Background: an optimization exercise with open tools, aiming at small area, a short achievable clock period and few clock cycles per item. Do not read the settings as production practice. At most, simulation tests tie the RTL to the original design; equivalence was not proved. Power figures rest on the tool's default switching activity, not on a simulated workload.

==> flow/design.v <==
`default_nettype none
package axi_wr_pkg;
    localparam int ADDR_W   = 32;
    localparam int DATA_W   = 32;
    localparam int STRB_W   = DATA_W / 8;
    localparam int ID_W     = 4;
    localparam int LEN_W    = 8;
    localparam int SIZE_W   = 3;
    localparam int MAX_SIZE = 2;
    localparam int PAGE_BIT = 12;
    localparam int AW_DEPTH = 4;
    localparam int W_DEPTH  = 16;
    localparam int B_DEPTH  = 4;
    localparam int AW_W  = ID_W + ADDR_W + LEN_W + SIZE_W + 2;
    localparam int W_W   = DATA_W + STRB_W + 1;
    localparam int B_W   = ID_W + 2;
    localparam int MEM_W = ID_W + ADDR_W + DATA_W + STRB_W + 1;
    typedef enum logic [1:0] {
        FIXED = 2'b00,
        INCR  = 2'b01,
        WRAP  = 2'b10,
        RSVD  = 2'b11
    } burst_e;
    typedef enum logic [1:0] {
        OKAY   = 2'b00,
        SLVERR = 2'b10
    } resp_e;
    typedef struct packed {
        logic [ID_W-1:0]   id;
        logic [ADDR_W-1:0] addr;
        logic [LEN_W-1:0]  len;
        logic [SIZE_W-1:0] size;
        burst_e            burst;
    } aw_cmd_t;
    typedef struct packed {
        logic [DATA_W-1:0] data;
        logic [STRB_W-1:0] strb;
        logic              last;
    } w_beat_t;
    typedef struct packed {
        logic [ID_W-1:0] id;
        resp_e           resp;
    } b_resp_t;
    typedef struct packed {
        logic [ID_W-1:0]   id;
        logic [ADDR_W-1:0] addr;
        logic [DATA_W-1:0] data;
        logic [STRB_W-1:0] strb;
        logic              last;
    } mem_wr_t;
endpackage
`default_nettype wire
`timescale 1ns/1ps
`default_nettype none
module sync_fifo #(
    parameter int WIDTH = 8,
    parameter int DEPTH = 4
) (
    input  wire logic             clk,
    input  wire logic             rst_n,
    input  wire logic             push,
    input  wire logic [WIDTH-1:0] din,
    output logic                  full,
    input  wire logic             pop,
    output logic      [WIDTH-1:0] dout,
    output logic                  empty
);
    logic [WIDTH-1:0]           mem [DEPTH];
    logic [$clog2(DEPTH)-1:0]   wr_ptr;
    logic [$clog2(DEPTH)-1:0]   rd_ptr;
    logic [$clog2(DEPTH+1)-1:0] count;
    logic                       do_push;
    logic                       do_pop;
    assign do_push = push && !full;
    assign do_pop  = pop && !empty;
    assign full  = (count == DEPTH);
    assign empty = (count == '0);
    assign dout  = mem[rd_ptr];
    always_ff @(posedge clk) begin
        if (do_push) begin
            mem[wr_ptr] <= din;
        end
    end
    always_ff @(posedge clk or negedge rst_n) begin
        if (!rst_n) begin
            wr_ptr <= '0;
            rd_ptr <= '0;
            count  <= '0;
        end else begin
            if (do_push) begin
                wr_ptr <= (wr_ptr == DEPTH - 1) ? '0 : wr_ptr + 1'b1;
            end
            if (do_pop) begin
                rd_ptr <= (rd_ptr == DEPTH - 1) ? '0 : rd_ptr + 1'b1;
            end
            case ({do_push, do_pop})
                2'b10:   count <= count + 1'b1;
                2'b01:   count <= count - 1'b1;
                default: count <= count;
            endcase
        end
    end
endmodule
`default_nettype wire
`timescale 1ns/1ps
`default_nettype none
module aw_decode (
    input  wire logic [axi_wr_pkg::SIZE_W-1:0]    size,
    input  wire logic [1:0]                       burst,
    input  wire logic [axi_wr_pkg::PAGE_BIT-1:0]  cur_addr,
    output logic      [axi_wr_pkg::PAGE_BIT-1:0]  sum_addr,
    output logic                                  carry,
    output logic                                  size_err
);
    localparam int PB = axi_wr_pkg::PAGE_BIT;
    logic [PB-1:0] low;      
    logic [PB-1:0] ones;     
    logic [PB:0]   run;      
    logic          step;     
    always_comb begin
        for (int i = 0; i < PB; i++) begin
            low[i] = (axi_wr_pkg::SIZE_W'(i) < size) && (i < 8);
        end
        ones = cur_addr | low;
        run[0] = 1'b1;
        for (int i = 0; i < PB; i++) begin
            run[i+1] = run[i] && ones[i];
        end
        step = (burst != axi_wr_pkg::FIXED);
        for (int i = 0; i < PB; i++) begin
            sum_addr[i] = !low[i] && (cur_addr[i] ^ (step && run[i]));
        end
        carry = step && run[PB];
    end
    assign size_err = (size > axi_wr_pkg::SIZE_W'(axi_wr_pkg::MAX_SIZE));
endmodule
`default_nettype wire
`timescale 1ns/1ps
`default_nettype none
module burst_engine (
    input  wire logic                      clk,
    input  wire logic                      rst_n,
    input  wire axi_wr_pkg::aw_cmd_t       cmd,
    input  wire logic                      cmd_valid,
    output logic                           cmd_ready,
    input  wire axi_wr_pkg::w_beat_t       beat,
    input  wire logic                      beat_valid,
    output logic                           beat_ready,
    output axi_wr_pkg::mem_wr_t            mem,
    output logic                           mem_we,
    input  wire logic                      mem_ready,
    output logic                           resp_push,
    output logic                           resp_size_err,
    output logic [axi_wr_pkg::ID_W-1:0]    resp_id,
    input  wire logic                      resp_full,
    input  wire logic                      resp_stall
);
    localparam int PB = axi_wr_pkg::PAGE_BIT;
    logic                           first_q;
    logic                           close_q;
    logic                           last_q;
    logic [axi_wr_pkg::LEN_W-1:0]   rem_q;
    logic                           stay_q;
    logic [PB-1:0]                  addr_q;
    logic                           use_cmd;
    logic [PB-1:0]                  cur_addr;
    logic [PB-1:0]                  sum_addr;
    logic                           carry;
    logic                           ends;
    logic                           wr;
    assign use_cmd  = first_q || stay_q;
    assign cur_addr = use_cmd ? cmd.addr[PB-1:0] : addr_q;
    aw_decode u_aw_decode (
        .size     (cmd.size),
        .burst    (cmd.burst),
        .cur_addr (cur_addr),
        .sum_addr (sum_addr),
        .carry    (carry),
        .size_err (resp_size_err)
    );
    assign mem_we     = cmd_valid && beat_valid && !close_q &&
                        !(last_q && resp_full && resp_stall);
    assign wr         = mem_we && mem_ready;
    assign beat_ready = wr;
    assign ends       = close_q ? (cmd_valid && !(resp_full && resp_stall))
                                : (wr && last_q);
    assign cmd_ready  = ends;
    assign resp_push  = ends;
    assign resp_id    = cmd.id;
    always_comb begin
        mem.id   = cmd.id;
        mem.addr = {cmd.addr[axi_wr_pkg::ADDR_W-1:PB], cur_addr};
        mem.data = beat.data;
        mem.strb = beat.strb;
        mem.last = beat.last;
    end
    always_ff @(posedge clk or negedge rst_n) begin
        if (!rst_n) begin
            first_q <= 1'b1;
            close_q <= 1'b0;
            last_q  <= 1'b0;
        end else begin
            if (ends) begin
                first_q <= 1'b1;
                close_q <= 1'b0;
                last_q  <= 1'b0;
            end else if (wr) begin
                first_q <= 1'b0;
                close_q <= first_q && (cmd.len == 8'd0);
                last_q  <= first_q ? (cmd.len == 8'd1) : (rem_q == 8'd2);
            end
        end
    end
    always_ff @(posedge clk) begin
        if (wr) begin
            rem_q <= first_q ? cmd.len : rem_q - 1'b1;
        end
        if (wr && first_q) begin
            stay_q <= carry;
        end
        if (wr && !carry) begin
            addr_q <= sum_addr;
        end
    end
endmodule
`default_nettype wire
`timescale 1ns/1ps
`default_nettype none
module wresp_gen (
    input  wire logic                        clk,
    input  wire logic                        rst_n,
    input  wire logic                        push,
    input  wire logic                        size_err,
    input  wire logic [axi_wr_pkg::ID_W-1:0] id,
    output logic                             full,
    output logic                             stall,
    output axi_wr_pkg::b_resp_t              b,
    output logic                             b_valid,
    input  wire logic                        b_ready
);
    logic [axi_wr_pkg::ID_W-1:0] id_q;
    logic                        err_q;
    assign full    = b_valid;
    assign stall   = !b_ready;
    assign b.id    = id_q;
    assign b.resp  = err_q ? axi_wr_pkg::SLVERR : axi_wr_pkg::OKAY;
    always_ff @(posedge clk or negedge rst_n) begin
        if (!rst_n) begin
            b_valid <= 1'b0;
        end else if (push) begin
            b_valid <= 1'b1;
        end else if (b_ready) begin
            b_valid <= 1'b0;
        end
    end
    always_ff @(posedge clk) begin
        if (push) begin
            id_q  <= id;
            err_q <= size_err;
        end
    end
endmodule
`default_nettype wire
`timescale 1ns/1ps
`default_nettype none
module axi_wr_slave (
    input  wire logic                  clk,
    input  wire logic                  rst_n,
    input  wire axi_wr_pkg::aw_cmd_t   aw,
    input  wire logic                  aw_valid,
    output logic                       aw_ready,
    input  wire axi_wr_pkg::w_beat_t   w,
    input  wire logic                  w_valid,
    output logic                       w_ready,
    output axi_wr_pkg::b_resp_t        b,
    output logic                       b_valid,
    input  wire logic                  b_ready,
    output axi_wr_pkg::mem_wr_t        mem,
    output logic                       mem_we,
    input  wire logic                  mem_ready
);
    logic                          resp_push;
    logic                          resp_size_err;
    logic [axi_wr_pkg::ID_W-1:0]   resp_id;
    logic                          resp_full;
    logic                          resp_stall;
    burst_engine u_burst_engine (
        .clk           (clk),
        .rst_n         (rst_n),
        .cmd           (aw),
        .cmd_valid     (aw_valid),
        .cmd_ready     (aw_ready),
        .beat          (w),
        .beat_valid    (w_valid),
        .beat_ready    (w_ready),
        .mem           (mem),
        .mem_we        (mem_we),
        .mem_ready     (mem_ready),
        .resp_push     (resp_push),
        .resp_size_err (resp_size_err),
        .resp_id       (resp_id),
        .resp_full     (resp_full),
        .resp_stall    (resp_stall)
    );
    wresp_gen u_wresp_gen (
        .clk      (clk),
        .rst_n    (rst_n),
        .push     (resp_push),
        .size_err (resp_size_err),
        .id       (resp_id),
        .full     (resp_full),
        .stall    (resp_stall),
        .b        (b),
        .b_valid  (b_valid),
        .b_ready  (b_ready)
    );
endmodule
`default_nettype wire
clock: 5.5 ns
lec_check: 0
cap_margin: 20
core_margin: 2
core_utilization: 40
setup_slack_margin: 2
slew_margin: 20
standard.sh (not shown) runs the stock make flow with config.mk's settings and CLKGATE_MAP_FILE= SYNTH_SCRIPT=/design/flow/synth_recipe.tcl, a recipe that flattens the netlist after the stock synthesis.
==> flow/flow/run.sh <==
#!/bin/bash
export BUFFER_PORTS_ARGS="-buffer_cell sky130_fd_sc_hd__buf_2"
bash standard.sh > standard.log 2>&1
Then changed:
--- a/flow/design.v
+++ b/flow/design.v
@@ -105,35 +105,25 @@
 `timescale 1ns/1ps
 `default_nettype none
 module aw_decode (
     input  wire logic [axi_wr_pkg::SIZE_W-1:0]    size,
     input  wire logic [1:0]                       burst,
     input  wire logic [axi_wr_pkg::PAGE_BIT-1:0]  cur_addr,
-    output logic      [axi_wr_pkg::PAGE_BIT-1:0]  sum_addr,
-    output logic                                  carry,
+    output logic      [axi_wr_pkg::PAGE_BIT-1:0]  nxt_addr,
     output logic                                  size_err
 );
-    localparam int PB = axi_wr_pkg::PAGE_BIT;
-    logic [PB-1:0] low;      
-    logic [PB-1:0] ones;     
-    logic [PB:0]   run;      
-    logic          step;     
+    logic [axi_wr_pkg::PAGE_BIT-1:0] aligned;
+    logic [axi_wr_pkg::PAGE_BIT-1:0] incr;
+    logic [axi_wr_pkg::PAGE_BIT:0]   sum;
     always_comb begin
-        for (int i = 0; i < PB; i++) begin
-            low[i] = (axi_wr_pkg::SIZE_W'(i) < size) && (i < 8);
-        end
-        ones = cur_addr | low;
-        run[0] = 1'b1;
-        for (int i = 0; i < PB; i++) begin
-            run[i+1] = run[i] && ones[i];
-        end
-        step = (burst != axi_wr_pkg::FIXED);
-        for (int i = 0; i < PB; i++) begin
-            sum_addr[i] = !low[i] && (cur_addr[i] ^ (step && run[i]));
-        end
-        carry = step && run[PB];
+        aligned = cur_addr & ({axi_wr_pkg::PAGE_BIT{1'b1}} << size);
+        if (burst == axi_wr_pkg::FIXED) incr = '0;
+        else                            incr = axi_wr_pkg::PAGE_BIT'(1) << size;
+        sum = {1'b0, aligned} + {1'b0, incr};
+        nxt_addr = sum[axi_wr_pkg::PAGE_BIT] ? cur_addr
+                                             : sum[axi_wr_pkg::PAGE_BIT-1:0];
     end
     assign size_err = (size > axi_wr_pkg::SIZE_W'(axi_wr_pkg::MAX_SIZE));
 endmodule
 `default_nettype wire
 `timescale 1ns/1ps
 `default_nettype none
@@ -157,28 +147,24 @@
 );
     localparam int PB = axi_wr_pkg::PAGE_BIT;
     logic                           first_q;
     logic                           close_q;
     logic                           last_q;
     logic [axi_wr_pkg::LEN_W-1:0]   rem_q;
-    logic                           stay_q;
     logic [PB-1:0]                  addr_q;
-    logic                           use_cmd;
     logic [PB-1:0]                  cur_addr;
-    logic [PB-1:0]                  sum_addr;
-    logic                           carry;
+    logic [PB-1:0]                  nxt_addr;
+    logic [axi_wr_pkg::LEN_W-1:0]   rem_nxt;
     logic                           ends;
     logic                           wr;
-    assign use_cmd  = first_q || stay_q;
-    assign cur_addr = use_cmd ? cmd.addr[PB-1:0] : addr_q;
+    assign cur_addr = first_q ? cmd.addr[PB-1:0] : addr_q;
     aw_decode u_aw_decode (
         .size     (cmd.size),
         .burst    (cmd.burst),
         .cur_addr (cur_addr),
-        .sum_addr (sum_addr),
-        .carry    (carry),
+        .nxt_addr (nxt_addr),
         .size_err (resp_size_err)
     );
     assign mem_we     = cmd_valid && beat_valid && !close_q &&
                         !(last_q && resp_full && resp_stall);
     assign wr         = mem_we && mem_ready;
     assign beat_ready = wr;
@@ -191,38 +177,34 @@
         mem.id   = cmd.id;
         mem.addr = {cmd.addr[axi_wr_pkg::ADDR_W-1:PB], cur_addr};
         mem.data = beat.data;
         mem.strb = beat.strb;
         mem.last = beat.last;
     end
+    assign rem_nxt = (first_q ? cmd.len : rem_q) - 1'b1;
     always_ff @(posedge clk or negedge rst_n) begin
         if (!rst_n) begin
             first_q <= 1'b1;
             close_q <= 1'b0;
             last_q  <= 1'b0;
         end else begin
             if (ends) begin
                 first_q <= 1'b1;
                 close_q <= 1'b0;
                 last_q  <= 1'b0;
             end else if (wr) begin
                 first_q <= 1'b0;
-                close_q <= first_q && (cmd.len == 8'd0);
-                last_q  <= first_q ? (cmd.len == 8'd1) : (rem_q == 8'd2);
+                close_q <= first_q && (cmd.len == '0);
+                last_q  <= first_q ? (cmd.len == 8'd1) : (rem_q == 8'd1);
             end
         end
     end
     always_ff @(posedge clk) begin
         if (wr) begin
-            rem_q <= first_q ? cmd.len : rem_q - 1'b1;
-        end
-        if (wr && first_q) begin
-            stay_q <= carry;
-        end
-        if (wr && !carry) begin
-            addr_q <= sum_addr;
+            rem_q  <= rem_nxt;
+            addr_q <= nxt_addr;
         end
     end
 endmodule
 `default_nettype wire
 `timescale 1ns/1ps
 `default_nettype none
What happened: Clock skew went down by 0.0035 ns; fmax went up by 0.93%; final area went up by 17%; register-to-register slack loses 0.44 ns; non-clock buffer count went up by 2.
No run of this note included a check of the RTL's function; only the layout flow was run.

---

axi_wr_slave, a different RTL version from the one above (not shown whole).
Size in the first run: ~300 cells after synthesis, about 23 flip-flops, ~180 I/O pins, about 0.0020 sq mm of cells after synthesis.
==> module aw_decode, before the edit <==
module aw_decode (
    input  wire logic [axi_wr_pkg::SIZE_W-1:0]    size,
    input  wire logic [1:0]                       burst,
    input  wire logic [axi_wr_pkg::PAGE_BIT-1:0]  cur_addr,
    input  wire logic                             advance,
    output logic      [axi_wr_pkg::PAGE_BIT-1:0]  nxt_addr,
    output logic                                  carry
);
    localparam int PB = axi_wr_pkg::PAGE_BIT;
    logic [PB-1:0] low;      
    logic [PB-1:0] ones;     
    logic [PB:0]   run;      
    logic          step;     
    logic          go;       
    always_comb begin
        for (int i = 0; i < PB; i++) begin
            low[i] = (axi_wr_pkg::SIZE_W'(i) < size) && (i < 8);
        end
        ones = cur_addr | low;
        run[0] = 1'b1;
        for (int i = 0; i < PB; i++) begin
            run[i+1] = run[i] && ones[i];
        end
        step = (burst != axi_wr_pkg::FIXED);
        carry = step && run[PB];
        go    = advance && !carry;
        for (int i = 0; i < PB; i++) begin
            nxt_addr[i] = !low[i] && (cur_addr[i] ^ (step && go && run[i]));
        end
    end
endmodule
==> module burst_engine, before the edit <==
module burst_engine (
    input  wire logic                      clk,
    input  wire logic                      rst_n,
    input  wire axi_wr_pkg::aw_cmd_t       cmd,
    input  wire logic                      cmd_valid,
    output logic                           cmd_ready,
    input  wire axi_wr_pkg::w_beat_t       beat,
    input  wire logic                      beat_valid,
    output logic                           beat_ready,
    output axi_wr_pkg::mem_wr_t            mem,
    output logic                           mem_we,
    input  wire logic                      mem_ready,
    output logic                           resp_valid,
    input  wire logic                      resp_ready
);
    localparam int PB = axi_wr_pkg::PAGE_BIT;
    logic                           burst_q;     
    logic                           resp_q;      
    logic                           first;       
    logic                           last;        
    logic [axi_wr_pkg::LEN_W-1:0]   rem_q;
    logic                           stay_q;
    logic [PB-1:0]                  addr_q;
    logic                           use_cmd;
    logic [PB-1:0]                  cur_addr;
    logic [PB-1:0]                  nxt_addr;
    logic                           carry;
    logic                           wr;
    assign first    = !(burst_q || resp_q);
    assign last     = burst_q && (rem_q == 8'd1);
    assign use_cmd  = first || stay_q;
    assign cur_addr = use_cmd ? cmd.addr[PB-1:0] : addr_q;
    aw_decode u_aw_decode (
        .size     (cmd.size),
        .burst    (cmd.burst),
        .cur_addr (cur_addr),
        .advance  (wr),
        .nxt_addr (nxt_addr),
        .carry    (carry)
    );
    assign mem_we     = beat_valid && (burst_q || (cmd_valid && !resp_q));
    assign wr         = mem_we && mem_ready;
    assign beat_ready = wr;
    assign resp_valid = resp_q || (last && beat_valid && mem_ready);
    assign cmd_ready  = resp_valid && resp_ready;
    always_comb begin
        mem.id   = cmd.id;
        mem.addr = {cmd.addr[axi_wr_pkg::ADDR_W-1:PB], cur_addr};
        mem.data = beat.data;
        mem.strb = beat.strb;
        mem.last = beat.last;
    end
    always_ff @(posedge clk or negedge rst_n) begin
        if (!rst_n) begin
            burst_q <= 1'b0;
            resp_q  <= 1'b0;
        end else if (cmd_ready) begin
            burst_q <= 1'b0;
            resp_q  <= 1'b0;
        end else if (wr && (first || last)) begin
            burst_q <= first && (cmd.len != 8'd0);
            resp_q  <= !(first && (cmd.len != 8'd0));
        end
    end
    always_ff @(posedge clk) begin
        rem_q  <= first ? cmd.len : rem_q - {7'd0, wr};
        addr_q <= nxt_addr;
        if (first) begin
            stay_q <= carry;
        end
    end
endmodule
==> module wresp_gen, before the edit <==
module wresp_gen (
    input  wire axi_wr_pkg::aw_cmd_t         cmd,
    output axi_wr_pkg::b_resp_t              b
);
    logic size_err;
    assign size_err = (cmd.size > axi_wr_pkg::SIZE_W'(axi_wr_pkg::MAX_SIZE));
    assign b.id     = cmd.id;
    assign b.resp   = size_err ? axi_wr_pkg::SLVERR : axi_wr_pkg::OKAY;
endmodule
export LEC_CHECK = 0
export ABC_AREA = 1
export CAP_MARGIN = 20
export CORE_MARGIN = 2
export CORE_UTILIZATION = 40
export SETUP_SLACK_MARGIN = 2.6
export SLEW_MARGIN = 20
create_clock -name core_clock -period 5.5 [get_ports {clk}]
==> flow/flow/run.sh <==
#!/bin/bash
export BUFFER_PORTS_ARGS="-buffer_cell sky130_fd_sc_hd__buf_1"
export SETUP_MOVE_SEQUENCE="sizeup,swap"
bash standard.sh > standard.log 2>&1
Edit:
--- a/flow/design.v
+++ b/flow/design.v
@@ -120,7 +120,12 @@
     logic          go;       
     always_comb begin
-        for (int i = 0; i < PB; i++) begin
-            low[i] = (axi_wr_pkg::SIZE_W'(i) < size) && (i < 8);
-        end
+        low     = '0;
+        low[0]  = size[2] || size[1] || size[0];
+        low[1]  = size[2] || size[1];
+        low[2]  = size[2] || (size[1] && size[0]);
+        low[3]  = size[2];
+        low[4]  = size[2] && (size[1] || size[0]);
+        low[5]  = size[2] && size[1];
+        low[6]  = size[2] && size[1] && size[0];
         ones = cur_addr | low;
         run[0] = 1'b1;
@@ -167,4 +172,6 @@
     logic                           carry;
     logic                           wr;
+    logic [axi_wr_pkg::LEN_W-1:0]   rem_dec;
+    logic [axi_wr_pkg::LEN_W:0]     borrow;
     assign first    = !(burst_q || resp_q);
     assign last     = burst_q && (rem_q == 8'd1);
@@ -203,6 +210,13 @@
         end
     end
+    always_comb begin
+        borrow[0] = wr;
+        for (int i = 0; i < axi_wr_pkg::LEN_W; i++) begin
+            rem_dec[i]  = rem_q[i] ^ borrow[i];
+            borrow[i+1] = borrow[i] && !rem_q[i];
+        end
+    end
     always_ff @(posedge clk) begin
-        rem_q  <= first ? cmd.len : rem_q - {7'd0, wr};
+        rem_q  <= first ? cmd.len : rem_dec;
         addr_q <= nxt_addr;
         if (first) begin
@@ -219,5 +233,5 @@
 );
     logic size_err;
-    assign size_err = (cmd.size > axi_wr_pkg::SIZE_W'(axi_wr_pkg::MAX_SIZE));
+    assign size_err = cmd.size[2] || (cmd.size[1] && cmd.size[0]);
     assign b.id     = cmd.id;
     assign b.resp   = size_err ? axi_wr_pkg::SLVERR : axi_wr_pkg::OKAY;
Effect: Worst hold slack is worse by 94 ps; global-route usage is lower by 1.6 points; sequential cell count stays the same; total power falls by 1.6%; routed wire length came out lower by 16%; clock skew shrinks by 3.7 ps; cell area falls by 4.2%; non-clock buffer count is lower by 1; register-to-register slack is worse by 170 ps; worst setup slack got worse by 16 ps; combinational power goes up by about 3%; die area goes down by 4.1%; sequential share of layout area goes up by 1.0 points; cell count is lower by 7.2%.
Testbench counts after the change, summed over its fixed seeds: cycles 15,030, beats 13,386.
Function not checked in the first run of this note: the RTL went through the layout flow alone.

==> static timing again, ports no longer ideal <==
In the flow no input, the clock included, has a driving cell. The finished layouts below were timed again as built, in two steps. Step 1 assumes that a clkbuf_16 drives the clock port and a buf_2 every other input. Step 2 adds t to the input delays and takes it off the output delays; t is the mean of the earliest and latest rising clock arrival at the registers after step 1. Input paths then give back, and output paths get back, about the clock's delay inside the block. Slacks: no drivers / after step 1 / after step 2; pairs: no drivers / after step 1.
| run | shift t [ns] | setup WS [ns] | hold WS [ns] | worst setup path at the end | worst slew at a driven data input, ns |
|---|---|---|---|---|---|
| the first run of note 1 | 0.309 | 2.135 / 2.111 / 2.111 | 0.596 / 0.596 / 0.596 | input to output | 0.07 |
| the second run of note 1 | 0.307 | 2.166 / 2.170 / 1.862 | 0.544 / 0.544 / 0.544 | input to register | 0.07 |
| the first run of note 2 | 0.297 | 2.695 / 2.669 / 2.669 | 0.571 / 0.571 / 0.571 | input to output | 0.11 |
| the second run of note 2 | 0.285 | 2.679 / 2.656 / 2.487 | 0.477 / 0.477 / 0.477 | input to register | 0.11 |
After both steps setup and hold are still met in every run listed. For the second run of note 1, which loses most, drivers alone change the setup slack by +0.004 ns; drivers and shift together by -0.304 ns.
